Background: an optimization exercise with open tools, aiming at a short achievable clock period and few clock cycles. Do not read the settings as production practice. Function was checked by simulation only, so behaviour that the tests miss may differ from the original. No activity file was given, so power comes from the tool's default toggle rates.

<file path="design/flow/run.sh">
#!/bin/bash
# synth_recipe.tcl (not shown) runs the flow's synth.tcl, then flattens the netlist and writes it again
# the make line also repeats each setting of config.mk as NAME=value (left out here)
make -C /OpenROAD-flow-scripts/flow DESIGN_CONFIG=/design/flow/config.mk WORK_HOME=/design/flow/orfs CLKGATE_MAP_FILE= SYNTH_SCRIPT=/design/flow/synth_recipe.tcl finish
</file>
<file path="design/flow/config.mk">
export PLATFORM = sky130hd
export DESIGN_NAME = ifu_line_fetch
export DESIGN_NICKNAME = ifu_line_fetch
export VERILOG_FILES = /design/flow/design.v
export SDC_FILE = /design/flow/constraint.sdc
export NUM_CORES = 4
export LEC_CHECK = 0
export CAP_MARGIN = 20
export CORE_MARGIN = 2
export CORE_UTILIZATION = 40
export SLEW_MARGIN = 20
</file>
<file path="design/flow/constraint.sdc">
create_clock -name core_clock -period 4.0 [get_ports {clock}]
set_input_delay 0.8000 -clock core_clock [delete_from_list [all_inputs] [get_ports {clock}]]
set_output_delay 0.8000 -clock core_clock [all_outputs]
set_load 0.01 [all_outputs]
</file>
<file path="design/flow/design.v">
package ifu_pkg;
  typedef enum logic [1:0] {
    IFU_IDLE   = 2'd0,
    IFU_LOOKUP = 2'd1,
    IFU_REFILL = 2'd2
  } ifu_state_e;
  localparam int unsigned SAT_MAX_W = 64;
  function automatic integer off_w(input integer line_words);
    off_w = $clog2(line_words);
  endfunction
  function automatic integer idx_w(input integer num_lines);
    idx_w = $clog2(num_lines);
  endfunction
  function automatic integer tag_w(input integer num_lines,
                                   input integer line_words);
    tag_w = 30 - off_w(line_words) - idx_w(num_lines);
  endfunction
  function automatic logic [SAT_MAX_W-1:0] sat_inc(input logic [SAT_MAX_W-1:0] val,
                                                   input integer width);
    logic [SAT_MAX_W-1:0] max_val;
    max_val = (width >= SAT_MAX_W) ? '1 : ((SAT_MAX_W'(1) << width) - SAT_MAX_W'(1));
    sat_inc = (val >= max_val) ? val : val + SAT_MAX_W'(1);
  endfunction
endpackage
module icache_dm
#(
  parameter int unsigned  NUM_LINES  = 16,
  parameter int unsigned  LINE_WORDS = 4,
  localparam int unsigned OFF_W      = ifu_pkg::off_w(LINE_WORDS),
  localparam int unsigned IDX_W      = ifu_pkg::idx_w(NUM_LINES),
  localparam int unsigned TAG_W      = ifu_pkg::tag_w(NUM_LINES, LINE_WORDS)
) (
  input  logic             clock,
  input  logic             reset,
  input  logic             i_rd_en,
  input  logic [IDX_W-1:0] i_rd_index,
  input  logic [OFF_W-1:0] i_rd_word,
  output logic             o_rd_valid,
  output logic [TAG_W-1:0] o_rd_tag,
  output logic [31:0]      o_rd_data,
  input  logic             i_wr_en,
  input  logic [IDX_W-1:0] i_wr_index,
  input  logic [OFF_W-1:0] i_wr_word,
  input  logic [31:0]      i_wr_data,
  input  logic             i_set_en,
  input  logic [IDX_W-1:0] i_set_index,
  input  logic [TAG_W-1:0] i_set_tag,
  input  logic             i_inv_en,
  input  logic [IDX_W-1:0] i_inv_index,
  input  logic             i_flush_all
);
  logic [NUM_LINES-1:0] r_valid;
  logic [TAG_W-1:0]     r_tag  [NUM_LINES];
  logic [31:0]          r_data [NUM_LINES*LINE_WORDS];
  logic                 r_rd_valid;
  logic [TAG_W-1:0]     r_rd_tag;
  logic [31:0]          r_rd_data;
  logic [IDX_W+OFF_W-1:0] w_rd_addr;
  logic [IDX_W+OFF_W-1:0] w_wr_addr;
  assign w_rd_addr = {i_rd_index, i_rd_word};
  assign w_wr_addr = {i_wr_index, i_wr_word};
  always_ff @(posedge clock or posedge reset) begin
    if (reset) begin
      r_valid <= '0;
    end else if (i_flush_all) begin
      r_valid <= '0;
    end else begin
      if (i_inv_en) r_valid[i_inv_index] <= 1'b0;
      if (i_set_en) r_valid[i_set_index] <= 1'b1;
    end
  end
  always_ff @(posedge clock or posedge reset) begin
    if (reset) begin
      r_rd_valid <= 1'b0;
    end else if (i_rd_en) begin
      r_rd_valid <= r_valid[i_rd_index] & ~i_flush_all;
    end
  end
  always_ff @(posedge clock) begin
    if (i_rd_en) begin
      r_rd_tag  <= r_tag[i_rd_index];
      r_rd_data <= r_data[w_rd_addr];
    end
    if (i_set_en) r_tag[i_set_index] <= i_set_tag;
    if (i_wr_en)  r_data[w_wr_addr]  <= i_wr_data;
  end
  assign o_rd_valid = r_rd_valid;
  assign o_rd_tag   = r_rd_tag;
  assign o_rd_data  = r_rd_data;
endmodule
module ifu_line_fetch
#(
  parameter int unsigned NUM_LINES  = 16,
  parameter int unsigned LINE_WORDS = 4,
  parameter int unsigned CNT_W      = 16   
) (
  input  logic             clock,
  input  logic             reset,
  input  logic [31:0]      pc,
  input  logic             reqValid,
  output logic             respValid,
  output logic [31:0]      inst,
  input  logic             flush,
  output logic             busy,
  output logic [31:0]      io_addr,
  output logic             io_reqValid,
  input  logic             io_respValid,
  input  logic [31:0]      io_rdata,
  output logic [CNT_W-1:0] hit_count,
  output logic [CNT_W-1:0] miss_count
);
  localparam int unsigned      OFF_W     = ifu_pkg::off_w(LINE_WORDS);
  localparam int unsigned      IDX_W     = ifu_pkg::idx_w(NUM_LINES);
  localparam int unsigned      TAG_W     = ifu_pkg::tag_w(NUM_LINES, LINE_WORDS);
  localparam logic [OFF_W-1:0] LAST_BEAT = OFF_W'(LINE_WORDS - 1);
  ifu_pkg::ifu_state_e       r_state, w_state_next;
  logic [29:0]      r_pc;           
  logic [OFF_W-1:0] r_beat, w_beat_next;
  logic [31:0]      r_word_buf;     
  logic             r_flush_pend;
  logic             r_resp_valid, w_resp_valid_next;
  logic [31:0]      r_inst, w_inst_next;
  logic [CNT_W-1:0] r_hit_count, r_miss_count;
  logic             w_accept, w_hit, w_miss, w_capture;
  logic             w_wr_en, w_set_en, w_inv_en, w_flush_all;
  logic             w_rd_valid;
  logic [TAG_W-1:0] w_rd_tag;
  logic [31:0]      w_rd_data;
  logic [OFF_W-1:0] w_word;
  logic [IDX_W-1:0] w_index;
  logic [TAG_W-1:0] w_tag;
  logic             w_unused;
  assign w_unused = ^pc[1:0];
  assign w_word  = r_pc[OFF_W-1:0];
  assign w_index = r_pc[OFF_W+IDX_W-1:OFF_W];
  assign w_tag   = r_pc[29:OFF_W+IDX_W];
  assign w_flush_all = (r_state == ifu_pkg::IFU_IDLE) && (flush || r_flush_pend);
  icache_dm #(
    .NUM_LINES  (NUM_LINES),
    .LINE_WORDS (LINE_WORDS)
  ) u_icache (
    .clock       (clock),
    .reset       (reset),
    .i_rd_en     (w_accept),
    .i_rd_index  (pc[OFF_W+IDX_W+1:OFF_W+2]),
    .i_rd_word   (pc[OFF_W+1:2]),
    .o_rd_valid  (w_rd_valid),
    .o_rd_tag    (w_rd_tag),
    .o_rd_data   (w_rd_data),
    .i_wr_en     (w_wr_en),
    .i_wr_index  (w_index),
    .i_wr_word   (r_beat),
    .i_wr_data   (io_rdata),
    .i_set_en    (w_set_en),
    .i_set_index (w_index),
    .i_set_tag   (w_tag),
    .i_inv_en    (w_inv_en),
    .i_inv_index (w_index),
    .i_flush_all (w_flush_all)
  );
  always_comb begin
    w_state_next      = r_state;
    w_beat_next       = r_beat;
    w_accept          = 1'b0;
    w_hit             = 1'b0;
    w_miss            = 1'b0;
    w_capture         = 1'b0;
    w_wr_en           = 1'b0;
    w_set_en          = 1'b0;
    w_inv_en          = 1'b0;
    w_resp_valid_next = 1'b0;
    w_inst_next       = '0;
    unique case (r_state)
      ifu_pkg::IFU_IDLE: begin
        if (reqValid && !r_resp_valid) begin
          w_accept     = 1'b1;
          w_state_next = ifu_pkg::IFU_LOOKUP;
        end
      end
      ifu_pkg::IFU_LOOKUP: begin
        if (w_rd_valid && (w_rd_tag == w_tag)) begin
          w_hit             = 1'b1;
          w_resp_valid_next = 1'b1;
          w_inst_next       = w_rd_data;
          w_state_next      = ifu_pkg::IFU_IDLE;
        end else begin
          w_miss       = 1'b1;
          w_inv_en     = 1'b1;
          w_beat_next  = '0;
          w_state_next = ifu_pkg::IFU_REFILL;
        end
      end
      ifu_pkg::IFU_REFILL: begin
        if (io_respValid) begin
          w_wr_en     = 1'b1;
          w_beat_next = r_beat + 1'b1;
          w_capture   = (r_beat == w_word);
          if (r_beat == LAST_BEAT) begin
            w_set_en          = 1'b1;
            w_resp_valid_next = 1'b1;
            w_inst_next       = (r_beat == w_word) ? io_rdata : r_word_buf;
            w_state_next      = ifu_pkg::IFU_IDLE;
          end
        end
      end
      default: w_state_next = ifu_pkg::IFU_IDLE;
    endcase
  end
  always_ff @(posedge clock or posedge reset) begin
    if (reset) begin
      r_state      <= ifu_pkg::IFU_IDLE;
      r_pc         <= '0;
      r_beat       <= '0;
      r_word_buf   <= '0;
      r_flush_pend <= 1'b0;
      r_resp_valid <= 1'b0;
      r_inst       <= '0;
      r_hit_count  <= '0;
      r_miss_count <= '0;
    end else begin
      r_state      <= w_state_next;
      r_beat       <= w_beat_next;
      r_resp_valid <= w_resp_valid_next;
      r_inst       <= w_inst_next;
      if (w_accept)  r_pc       <= pc[31:2];
      if (w_capture) r_word_buf <= io_rdata;
      if (r_state == ifu_pkg::IFU_IDLE) begin
        r_flush_pend <= 1'b0;
      end else if (flush) begin
        r_flush_pend <= 1'b1;
      end
      if (w_hit)  r_hit_count  <= CNT_W'(ifu_pkg::sat_inc(ifu_pkg::SAT_MAX_W'(r_hit_count), CNT_W));
      if (w_miss) r_miss_count <= CNT_W'(ifu_pkg::sat_inc(ifu_pkg::SAT_MAX_W'(r_miss_count), CNT_W));
    end
  end
  assign respValid   = r_resp_valid;
  assign inst        = r_inst;
  assign busy        = (r_state != ifu_pkg::IFU_IDLE);
  assign io_reqValid = (r_state == ifu_pkg::IFU_REFILL);
  assign io_addr     = (r_state == ifu_pkg::IFU_REFILL) ? {r_pc[29:OFF_W], r_beat, 2'b00} : '0;
  assign hit_count   = r_hit_count;
  assign miss_count  = r_miss_count;
endmodule
</file>
==> notes.md <==
==> routing by layer <==
| layer | up-vias | routed length [um] | track usage, % |
|---|---|---|---|
| li1 | 20300 | - | - |
| met3 | 390 | 20400 | 3.71 |
| met1 | 27100 | 110000 | 28.6 |
| met4 | 6 | 7710 | 5.99 |
| met5 | - | 36 | 0 |
| met2 | 2033 | 132000 | 33.8 |
==> synth_stat cells, types with 7 or more instances <==
| library cell | number |
|---|---|
| nor2_1 | 134 |
| nor3_1 | 12 |
| mux2_2 | 54 |
| ha_1 | 10 |
| a22o_1 | 12 |
| edfxtp_1 | 2488 |
| xnor2_1 | 38 |
| buf_4 | 40 |
| o21ai_1 | 21 |
| nand2_1 | 156 |
| dfrtp_1 | 149 |
| a221oi_1 | 12 |
| clkbuf_1 | 96 |
| nand3_1 | 56 |
| and2_1 | 41 |
| o211ai_1 | 19 |
| nor2b_1 | 46 |
| mux4_2 | 684 |
| xor2_1 | 19 |
| a21oi_1 | 70 |
| a22oi_1 | 87 |
| a31oi_1 | 7 |
| a211oi_1 | 16 |
| mux2i_1 | 100 |
| buf_6 | 7 |
| buf_2 | 93 |
| nand4_1 | 27 |
| inv_1 | 12 |
| buf_1 | 24 |
| and3_1 | 12 |
==> worst min-delay path, stage by stage <==
cell and delay [ps]:
buf_8 200, nand2_1 100, nand2_1 50
==> path summary, 6_finish.rpt <==
check | start | endpoint | cells after the start
max | r_state[0]$_DFFE_PP0P_ | io_addr[2] | 5
min | pc[3] | r_pc[1]$_DFFE_PP0P_ | 3
max reg2reg | r_pc[18]$_DFFE_PP0P_ | r_inst[19]$_DFF_PP0_ | 9
min reg2reg | r_miss_count[11]$_DFFE_PP0P_ | r_miss_count[11]$_DFFE_PP0P_ | 1
max in group asynchronous | reset | r_pc[28]$_DFFE_PP0P_ | 3
min in group asynchronous | reset | r_resp_valid$_DFF_PP0_ | 2
==> sequential cells by signal (all words and copies together), names as in the netlist <==
| name | cells |
|---|---|
| r_resp_valid | 1 |
| r_miss_count | 16 |
| r_beat | 2 |
| u_icache.r_data | 2048 |
| r_flush_pend | 1 |
| r_inst | 32 |
| r_state | 2 |
| u_icache.r_rd_valid | 1 |
| r_word_buf | 32 |
| u_icache.r_valid | 16 |
| u_icache.r_rd_tag | 24 |
| r_pc | 30 |
| u_icache.r_rd_data | 32 |
| r_hit_count | 16 |
| u_icache.r_tag | 384 |
==> power breakdown <==
part | total (mW) | switching, mW | leakage [nW] | internal (mW)
sequential | 32.0 | 0.610 | 24.4 | 31.4
combinational | 6.41 | 4.06 | 9.49 | 2.34
clock | 24.5 | 10.3 | 4.14 | 14.2
total | 62.9 | 15.0 | 38.0 | 48.0
==> cells by family after synthesis <==
| group | Yosys count | share of synthesized area (%) |
|---|---|---|
| multiplexers | 842 | 16.8 |
| AO/OA/AOI/OAI | 261 | 1.72 |
| buffers and inverters | 272 | 1.32 |
| other | 1 | 0.00369 |
| XOR/XNOR | 57 | 0.491 |
| AND/OR/NAND/NOR | 520 | 2.44 |
| flip-flops | 2637 | 77.1 |
| adder cells (fa/ha/maj) | 10 | 0.123 |
==> area by class of cell <==
type / instances / area share, %
sequential: 2637 / 65.9
multi-input combinational: 1692 / 19.0
clock buffer: 354 / 6.30
timing repair buffer: 490 / 4.35
tap: 3366 / 3.54
clock inverter: 124 / 0.820
inverter: 12 / 0.0431
antenna: 11 / 0.0231
==> results.ini <==
[critical_path]
worst_ep_arrival_time_ps=2800
cp_max_fo=31
crit_path_start_kind=register
cp_slowest_cell=clkdlybuf4s50_1
critPathKind=register to output pin
endpoint_kind=output pin
critPathBufInv=3
crit_required_ps=3200
reg2reg_slack_ps=920
cpPeakStageDelay_ps=550
cpLargestDelayFamily=buffers and inverters
cp_cell_sequence=inv_1, ha_1, buf_4, and2_1, clkdlybuf4s50_1

[clocking]
htree_levels=5
clock_path_buffers=4
cts_setup_buffers=0
ctsRootBufferMaster=clkbuf_16
clock-sinks=2637
clkTransAtPathRegs_ps=60
numCtsBuffers=281
cts_tree=done
cts_hold_buf=0
cts_resized=0
clock_latency_ps=920

[yosys]
synth-seq-cells=2637
yosysSeqAreaShare_pct=77.1
synth_area_leaders=edfxtp_1 73%, mux4_2 15%, dfrtp_1 3.7%, mux2i_1 0.98%, a22oi_1 0.64%
synth_top_area_share_pct=73.5
synth_ff_type=edfxtp_1
synth.avg_cell_area_um2=22.1
yosysWarningCount=2
ys_types=58
netlist_area_mm2=0.102
synth_top_cell_by_area=edfxtp_1
ys_async_sr_fraction_pct=5.65
syn_inst=4600
synth_edf_count=2488

[sta]
relSlewSlack_pct=25.5
setup_viol=0
fin_setup_tns_ps=0
worstMarginPinSlew_ps=1120
fmax_mhz=278
slew_violations=0
fin_crit_ps=3600
hold_ws_ps=315
fin_crit_sh_pct=90.1
layout_setup_ws_ps=397
rsz0062_at_grt=no
hold_violations=0
skew_ps=86.7

[cells_and_area]
finalInstanceArea_mm2=0.119
nFillCells=20700
utilization_pct=46.9
multiInputGateArea_mm2=0.0226
syn2layout_area_growth_pct=17.0
final_layout_size_suffix_gt1_share_pct=29.5
regArea_mm2=0.0784
layout_commonest_cell=edfxtp_1
layout_common_cells=2488 x edfxtp_1, 684 x mux4_2, 290 x clkbuf_16
instances_no_fill=8686
nets=5193

[drt]
finalWirelength_um=269000
first_iter_violations=6095
drc_errors=0
via_count=49800
post_drt_wl_per_cell_um=31.0
viasPerCell=5.73
ant_nets=0
first_pass_iters=6

[worst_hold_path]
min_path_type=primary input to register

[pwr]
peakVddDrop_uv=493
total_power_mw=62.9
power_density_mw_per_mm2=529
p_leak_nw=38.0

[placement]
dp_cells=8197
place_congestion=0.794
dp_slack_ps=454
placed_cell_area_mm2=0.110
io_buffers=163
hpwlAfterDp_um=157000

[floorplanning]
die_h_um=508
ios=168
fp-row-count=185
coreArea_mm2=0.253
die-area_mm2=0.258
initial_core_util_pct=40.1
die_width_um=508

[run_status]
status=finished clean

[run]
maxCapViolations=0

[global_route]
grt_pass1_wl_um=378000
overflow=0
grt_use_total_pct=20.7
grt_start_max_net_pins=66
grt_pass1_vias=50100
antenna_found_initial=17

Testbench counts, summed over its fixed seeds: cycles 17,249.

==> re-timing with driven ports <==
No port has a modelled driver above. Below, the same layout with a new extraction and two added sets of constraints.
Step 1 assumes that a clkbuf_16 drives the clock port and a buf_2 every other input.
Step 2, shift: input delay + t, output delay - t, t = (earliest + latest rising clock arrival at the registers) / 2. This alone moves slack from input paths to output paths.
Slacks: no drivers / after step 1 / after step 2; pairs: no drivers / after step 1.
t, ns: 0.978
setup slack, ns: 0.397 / 0.301 / 0.353
hold WS [ns]: 0.315 / 0.276 / 0.491
latest minus earliest clock arrival (ns): 0.088 / 0.087
After both steps setup and hold are still met in this run. The setup slack of this run moves by -0.096 ns with the drivers and by -0.044 ns with both steps.
